Source: an optimization exercise on an open RTL-to-GDS flow (aim: small area). Production flows keep margins and buffers that such runs may drop. Only simulation tests tie the RTL to the original design; equivalence was not proved.

$ cat config.mk
export PLATFORM = sky130hd
export DESIGN_NAME = poly_voice_engine
export DESIGN_NICKNAME = poly_voice_engine
export VERILOG_FILES = /design/flow/design.v
export SDC_FILE = /design/flow/constraint.sdc
export NUM_CORES = 4
export LEC_CHECK = 0
export CAP_MARGIN = 20
export CORE_MARGIN = 2
export CORE_UTILIZATION = 40
export SLEW_MARGIN = 20
$ cat constraint.sdc
create_clock -name core_clock -period 10.0 [get_ports {i_clk}]
set_input_delay 2.0000 -clock core_clock [delete_from_list [all_inputs] [get_ports {i_clk}]]
set_output_delay 2.0000 -clock core_clock [all_outputs]
set_load 0.01 [all_outputs]
$ cat design.v
module poly_voice_engine #(
  parameter int NUM_VOICES   = 8,
  parameter int PHASE_W      = 32,
  parameter int ENV_W        = 16,
  parameter int VEL_W        = 7,
  parameter int OUT_W        = 24,
  parameter int SAMPLE_DIV   = 1024,
  parameter int ATTACK_STEP  = 64,
  parameter int RELEASE_STEP = 16
) (
  input  logic                          i_clk,
  input  logic                          i_reset_n,
  input  logic                          i_cmd_valid,
  output logic                          o_cmd_ready,
  input  logic                          i_cmd_note_on,
  input  logic [$clog2(NUM_VOICES)-1:0] i_cmd_voice,
  input  logic [PHASE_W-1:0]            i_cmd_tuning,
  input  logic [VEL_W-1:0]              i_cmd_velocity,
  input  logic [1:0]                    i_wave_sel,
  output logic signed [OUT_W-1:0]       o_sample,
  output logic                          o_sample_valid,
  output logic [NUM_VOICES-1:0]         o_active_voices
);
  localparam int VW = $clog2(NUM_VOICES);
  localparam int TW = $clog2(SAMPLE_DIV);
  localparam int AW = 16 + VEL_W + VW;
  localparam int SW = (AW > OUT_W ? AW : OUT_W) + 1;
  localparam logic [TW-1:0] T_SCAN = TW'(NUM_VOICES);
  localparam logic [TW-1:0] T_OUT  = TW'(NUM_VOICES + 2);
  localparam logic [TW-1:0] T_RDY  = TW'(NUM_VOICES + 3);
  localparam logic [TW-1:0] T_LAST = TW'(SAMPLE_DIV - 1);
  localparam logic [ENV_W-1:0] ENV_MAX = '1;
  localparam logic [ENV_W-1:0] REL = ENV_W'(RELEASE_STEP);
  typedef enum logic [1:0] {IDLE, ATTACK, SUSTAIN, RELEASE} state_t;
  logic [TW-1:0]           r_tick;
  logic [PHASE_W-1:0]      r_phase  [NUM_VOICES];
  logic [PHASE_W-1:0]      r_tuning [NUM_VOICES];
  logic [VEL_W-1:0]        r_vel    [NUM_VOICES];
  logic [ENV_W-1:0]        r_env    [NUM_VOICES];
  state_t                  r_state  [NUM_VOICES];
  logic [NUM_VOICES-1:0]   r_active;
  logic                    r_s1_valid, r_s2_valid;
  logic signed [15:0]      r_s1_wave, r_s2_a;
  logic [ENV_W-1:0]        r_s1_env;
  logic [VEL_W-1:0]        r_s1_vel, r_s2_vel;
  logic signed [AW-1:0]    r_acc;
  logic signed [OUT_W-1:0] r_sample;
  logic                    r_sample_valid;
  logic                    w_scan, w_cmd, w_off, w_att_full;
  logic [VW-1:0]           w_v;
  logic [15:0]             w_p;
  logic signed [15:0]      w_wave, w_a;
  logic [ENV_W:0]          w_att;
  logic [ENV_W-1:0]        w_nxt_env;
  state_t                  w_nxt_state;
  logic [PHASE_W-1:0]      w_nxt_phase;
  logic signed [ENV_W+16:0] w_prod;
  logic signed [VEL_W+16:0] w_b;
  logic signed [SW-1:0]    w_ext, w_max, w_min;
  logic signed [OUT_W-1:0] w_sat;
  logic [NUM_VOICES-1:0]   w_active;
  assign w_scan = r_tick < T_SCAN;
  assign w_v    = r_tick[VW-1:0];
  assign w_p    = r_phase[w_v][PHASE_W-1 -: 16];
  assign w_cmd  = i_cmd_valid && o_cmd_ready;
  assign w_off  = !i_cmd_note_on || i_cmd_velocity == '0;
  always_comb begin
    w_wave = r_state[w_v] == IDLE || i_wave_sel == 2'b11 ? 16'sd0 :
             i_wave_sel == 2'b00 ? {~w_p[15], w_p[14:0]} :
             i_wave_sel == 2'b01 ? (w_p[15] ? 16'sh8001 : 16'sh7fff) :
             w_p[15] ? 16'h7fff - {w_p[14:0], 1'b0} : {~w_p[14], w_p[13:0], 1'b0};
    w_att       = {1'b0, r_env[w_v]} + (ENV_W+1)'(ATTACK_STEP);
    w_att_full  = w_att >= {1'b0, ENV_MAX};
    w_nxt_phase = r_state[w_v] == IDLE ? r_phase[w_v] : r_phase[w_v] + r_tuning[w_v];
    w_nxt_env   = r_state[w_v] == ATTACK ? (w_att_full ? ENV_MAX : w_att[ENV_W-1:0]) :
                  r_state[w_v] == RELEASE ? (r_env[w_v] <= REL ? '0 : r_env[w_v] - REL) : r_env[w_v];
    w_nxt_state = r_state[w_v] == ATTACK && w_att_full ? SUSTAIN :
                  r_state[w_v] == RELEASE && r_env[w_v] <= REL ? IDLE : r_state[w_v];
    w_prod = r_s1_wave * $signed({1'b0, r_s1_env});
    w_a    = 16'(w_prod >>> ENV_W);
    w_b    = r_s2_a * $signed({1'b0, r_s2_vel});
    w_ext  = SW'(r_acc);
    w_max  = SW'({(OUT_W-1){1'b1}});
    w_min  = ~w_max;
    w_sat  = w_ext > w_max ? w_max[OUT_W-1:0] : w_ext < w_min ? w_min[OUT_W-1:0] : w_ext[OUT_W-1:0];
    w_active = '0;
    for (int i = 0; i < NUM_VOICES; i++) w_active[i] = r_state[i] != IDLE;
  end
  always_ff @(posedge i_clk or negedge i_reset_n) begin
    if (!i_reset_n) begin
      r_tick         <= '0;
      r_active       <= '0;
      r_s1_valid     <= 1'b0;
      r_s2_valid     <= 1'b0;
      r_s1_wave      <= '0;
      r_s2_a         <= '0;
      r_s1_env       <= '0;
      r_s1_vel       <= '0;
      r_s2_vel       <= '0;
      r_acc          <= '0;
      r_sample       <= '0;
      r_sample_valid <= 1'b0;
      for (int i = 0; i < NUM_VOICES; i++) begin
        r_phase[i]  <= '0;
        r_tuning[i] <= '0;
        r_vel[i]    <= '0;
        r_env[i]    <= '0;
        r_state[i]  <= IDLE;
      end
    end else begin
      r_tick         <= r_tick == T_LAST ? '0 : r_tick + TW'(1);
      r_active       <= w_active;
      r_s1_valid     <= w_scan;
      r_s1_wave      <= w_wave;
      r_s1_env       <= r_env[w_v];
      r_s1_vel       <= r_vel[w_v];
      r_s2_valid     <= r_s1_valid;
      r_s2_a         <= w_a;
      r_s2_vel       <= r_s1_vel;
      r_acc          <= r_tick == T_OUT ? '0 : r_s2_valid ? r_acc + AW'(w_b) : r_acc;
      r_sample_valid <= r_tick == T_OUT;
      if (r_tick == T_OUT) r_sample <= w_sat;
      if (w_scan) begin
        r_phase[w_v] <= w_nxt_phase;
        r_env[w_v]   <= w_nxt_env;
        r_state[w_v] <= w_nxt_state;
      end
      if (w_cmd && w_off && (r_state[i_cmd_voice] == ATTACK || r_state[i_cmd_voice] == SUSTAIN))
        r_state[i_cmd_voice] <= RELEASE;
      if (w_cmd && !w_off) begin
        r_tuning[i_cmd_voice] <= i_cmd_tuning;
        r_vel[i_cmd_voice]    <= i_cmd_velocity;
        r_phase[i_cmd_voice]  <= '0;
        r_state[i_cmd_voice]  <= ATTACK;
      end
    end
  end
  assign o_cmd_ready     = r_tick >= T_RDY;
  assign o_sample        = r_sample;
  assign o_sample_valid  = r_sample_valid;
  assign o_active_voices = r_active;
endmodule
$ cat run.sh
#!/bin/bash
# synth_recipe.tcl (not shown) runs the flow's synth.tcl, then flattens the netlist and writes it again
# the make line also repeats each setting of config.mk as NAME=value (left out here)
make -C /OpenROAD-flow-scripts/flow DESIGN_CONFIG=/design/flow/config.mk WORK_HOME=/design/flow/orfs CLKGATE_MAP_FILE= SYNTH_SCRIPT=/design/flow/synth_recipe.tcl finish
==> notes.md <==
-- final cells by class --
class / instances / share of cell area
Multi-Input combinational cell: 4086 / 0.492
Sequential cell: 845 / 0.361
Clock buffer: 136 / 0.0476
Tap cell: 1755 / 0.0374
Inverter: 404 / 0.0259
Timing Repair Buffer: 151 / 0.0242
Clock inverter: 43 / 0.0126
Antenna cell: 5 / 0.000213
-- report_power, final --
part	internal, W	switching [W]	total [W]
sequential	0.00387	0.000338	0.00421
clock	0.00235	0.00154	0.00389
combinational	0.00189	0.00267	0.00456
-- through the flow --
step                       util  setup slack (ns)  hold slack (ns)  instance area [um2]  std cells
final                     0.447              2.49            0.347                58700       7425
after global routing      0.447              2.19            0.363                58700       7420
after CTS                 0.446              2.54            0.345                58600       7419
after detailed placement  0.420              2.58            0.337                55100       7240
after global placement    0.419              2.63            0.333                55100       7239
after floorplan               -              3.50            0.331                52900       5727
-- Yosys cell counts (all sizes together) (5+ instances only) --
cell,number,share of area
nand2,1436,0.10
dfrtp,845,0.40
inv,404,0.029
nor2,375,0.027
clkbuf,327,0.023
fa,281,0.11
o21ai,276,0.026
ha,233,0.055
mux2,222,0.047
a211oi,189,0.027
a21oi,183,0.018
and2,176,0.021
a222oi,89,0.017
xnor2,81,0.013
a41oi,78,0.014
buf,65,0.0060
a21o,42,0.0060
nor3,36,0.0036
nand3,34,0.0033
mux2i,33,0.0063
xor2,29,0.0048
a221oi,22,0.0046
nand2b,22,0.0026
a31oi,20,0.0025
and3,20,0.0024
a211o,17,0.0028
nand4,15,0.0018
or2,14,0.0017
o211ai,12,0.0017
o21a,12,0.0017
or3,12,0.0014
nor2b,10,0.0012
a21boi,8,0.0017
o21bai,8,0.0011
o31ai,8,0.0013
a22o,7,0.0012
o311ai,7,0.0014
a22oi,6,0.00085
nor3b,6,0.00085
o211a,6,0.0011
o22ai,6,0.00071
o221ai,5,0.00083
or4,5,0.00071
-- logic make-up after synthesis --
group | synth area share
xor+xnor | 0.0182
compound gates | 0.136
flops | 0.400
simple gates | 0.172
fa+ha+maj | 0.162
buf+inv | 0.0579
mux | 0.0540
-- layer usage --
| layer | wire length [um] | global-route usage |
|---|---|---|
| met1 | 68600 | 0.320 |
| met3 | 10000 | 0.0328 |
| met5 | 19 | 0 |
| met4 | 5020 | 0.0807 |
| met2 | 73300 | 0.377 |
-- sequential cells by signal, indices dropped and copies added, names as in the netlist, 7 cells and up --
| name | cells |
|---|---|
| r_phase | 256 |
| r_tuning | 256 |
| r_s2_a | 16 |
| r_sample | 24 |
| r_vel | 56 |
| r_tick | 10 |
| r_env | 128 |
| r_acc | 26 |
| r_s1_wave | 16 |
| r_s1_vel | 7 |
| r_active | 8 |
| r_s1_env | 16 |
| r_state | 16 |
| r_s2_vel | 7 |
-- final timing paths --
check,start,to,depth (start not counted)
min,r_s1_valid$_DFF_PN0_,r_s2_valid$_DFF_PN0_,0
max in group asynchronous,i_reset_n,r_tuning[2][17]$_DFFE_PN0P_,3
min in group asynchronous,i_reset_n,r_sample[20]$_DFFE_PN0P_,1
min reg2reg,r_s1_valid$_DFF_PN0_,r_s2_valid$_DFF_PN0_,0
max,r_tick[2]$_DFF_PN0_,r_phase[5][28]$_DFF_PN0_,19
max reg2reg,r_tick[2]$_DFF_PN0_,r_phase[5][28]$_DFF_PN0_,19
-- worst max-delay path, stage by stage (launching register included) --
cell and delay (ns):
dfrtp_4 0.67, inv_1 0.26, ha_4 0.34, or4_1 0.81, or2_4 0.57, buf_4 0.42, nor2_1 0.17, a41oi_1 0.08
ha_1 0.32, fa_1 0.47, a21o_1 0.17, a21oi_1 0.26, o21ai_0 0.23, and4_1 0.24, o21a_1 0.29, o311ai_0 0.68
a21boi_0 0.23, or3_1 0.35, a31oi_1 0.60, a21oi_1 0.14
==> results.ini <==
[pwr]
power_leakage_nw=27.6
vdd_drop_max_uv=188
p_per_area_nw_per_um2=216
power_w=0.0127

[floorplanning]
fp.dieArea_um2=135000
die_h_um=368
start_util=0.403
core_um2=131000
die_w_um=368
pin_count=82
row_count=133

[timing]
fmax_mhz=133
finalHoldViolations=0
maxSlewViolCount=0
rsz0062_at_grt=no
setup_viol=0
finClkSkew_ns=0.0590
tightest_slew_ns=1.12
slew_headroom=0.254
fin_setup_tns_ns=0
finalCritPeriodShare=0.751
period_minus_slack_ns=7.51

[clocking]
clkLatencyLatePin_ns=0.74
path_clk_slew_ns=0.06
cts_made_buffers=96
cts_tree=yes
htreeDepth=3
cts_max_path_buffers=3
postCtsSetupRepairBufs=0
postCtsHoldBufs=0
clock-sinks=845
post_cts_resized=0
root_buffer=clkbuf_16

[placement]
portBuffers=81
dp_hpwl_um=96700
place_congestion=0.888

[detailed_routing]
routed_wl_um=157000
ant_nets=0
dr.pass1.iters=9
drc_errors=0
drt_iter0_markers=3775
viasPerCell=5.54
wire_per_inst_um=21.2
via_count=41114

[yosys]
mappedNetlistArea_um2=52900
syn_avg_cell_area_um2=9.23
synth_seq_cells=845
synth-edff-count=0
synth-seq-area-share=0.400
postSynth.asyncResetShare=1.00
yosys_warnings=6
ys_types=95
syn-num-nets=6289
postSynthCellCount=5727
synth_ff_type=dfrtp_1

[final_layout]
layout_common_cells=nand2_1 (1428), dfrtp_1 (844), inv_1 (401)
syn_to_final_growth_pct=11.0
mostFrequentLayoutCell=nand2_1
nFillCells=12632
drive_above_1_share=0.0971
seqCellArea_um2=21100
fin_nets=6146
multi_input_area_um2=28800

[grt]
grtUsageTotal=0.233
grt_pass1_vias=41624
antenna_found_initial=7
grt_pass1_wl_um=248000
gr-total-overflow=0
grt_max_degree=179

[worst_setup_path]
start_kind=flip-flop
worstSetupPathType=flip-flop to flip-flop
cp-end-kind=flip-flop
worstPathArrival_ns=8.06
crit_required_ns=10.54
r2r_setup_slack_ns=2.49
path_max_fanout=52

[run_status]
status=no timing/DRC/antenna violations

[hold_path]
hp-class=flip-flop to flip-flop

[flow_run]
max_cap_violations=0

## port drivers added, routing unchanged
In the flow no input, the clock included, has a driving cell. The finished layout below was timed again as built, in two steps.
Step 1, drivers: a clkbuf_16 drives i_clk and a buf_2 each remaining input, both assumed.
Step 2 times the ports against the registers' clock, not the clock port: input delays grow and output delays shrink by t, the midpoint of the rising clock arrivals with the driver on.
Slacks: ideal / step 1 / step 2; pairs: ideal / step 1.
shift t [ns]: 0.797
setup slack, ns: 2.485 / 2.485 / 2.485
worst data-port slew with drivers (ns): 0.13
After both steps this run still meets setup and hold. The setup slack of this run moves by 0.000 ns with the drivers and by 0.000 ns with both steps.
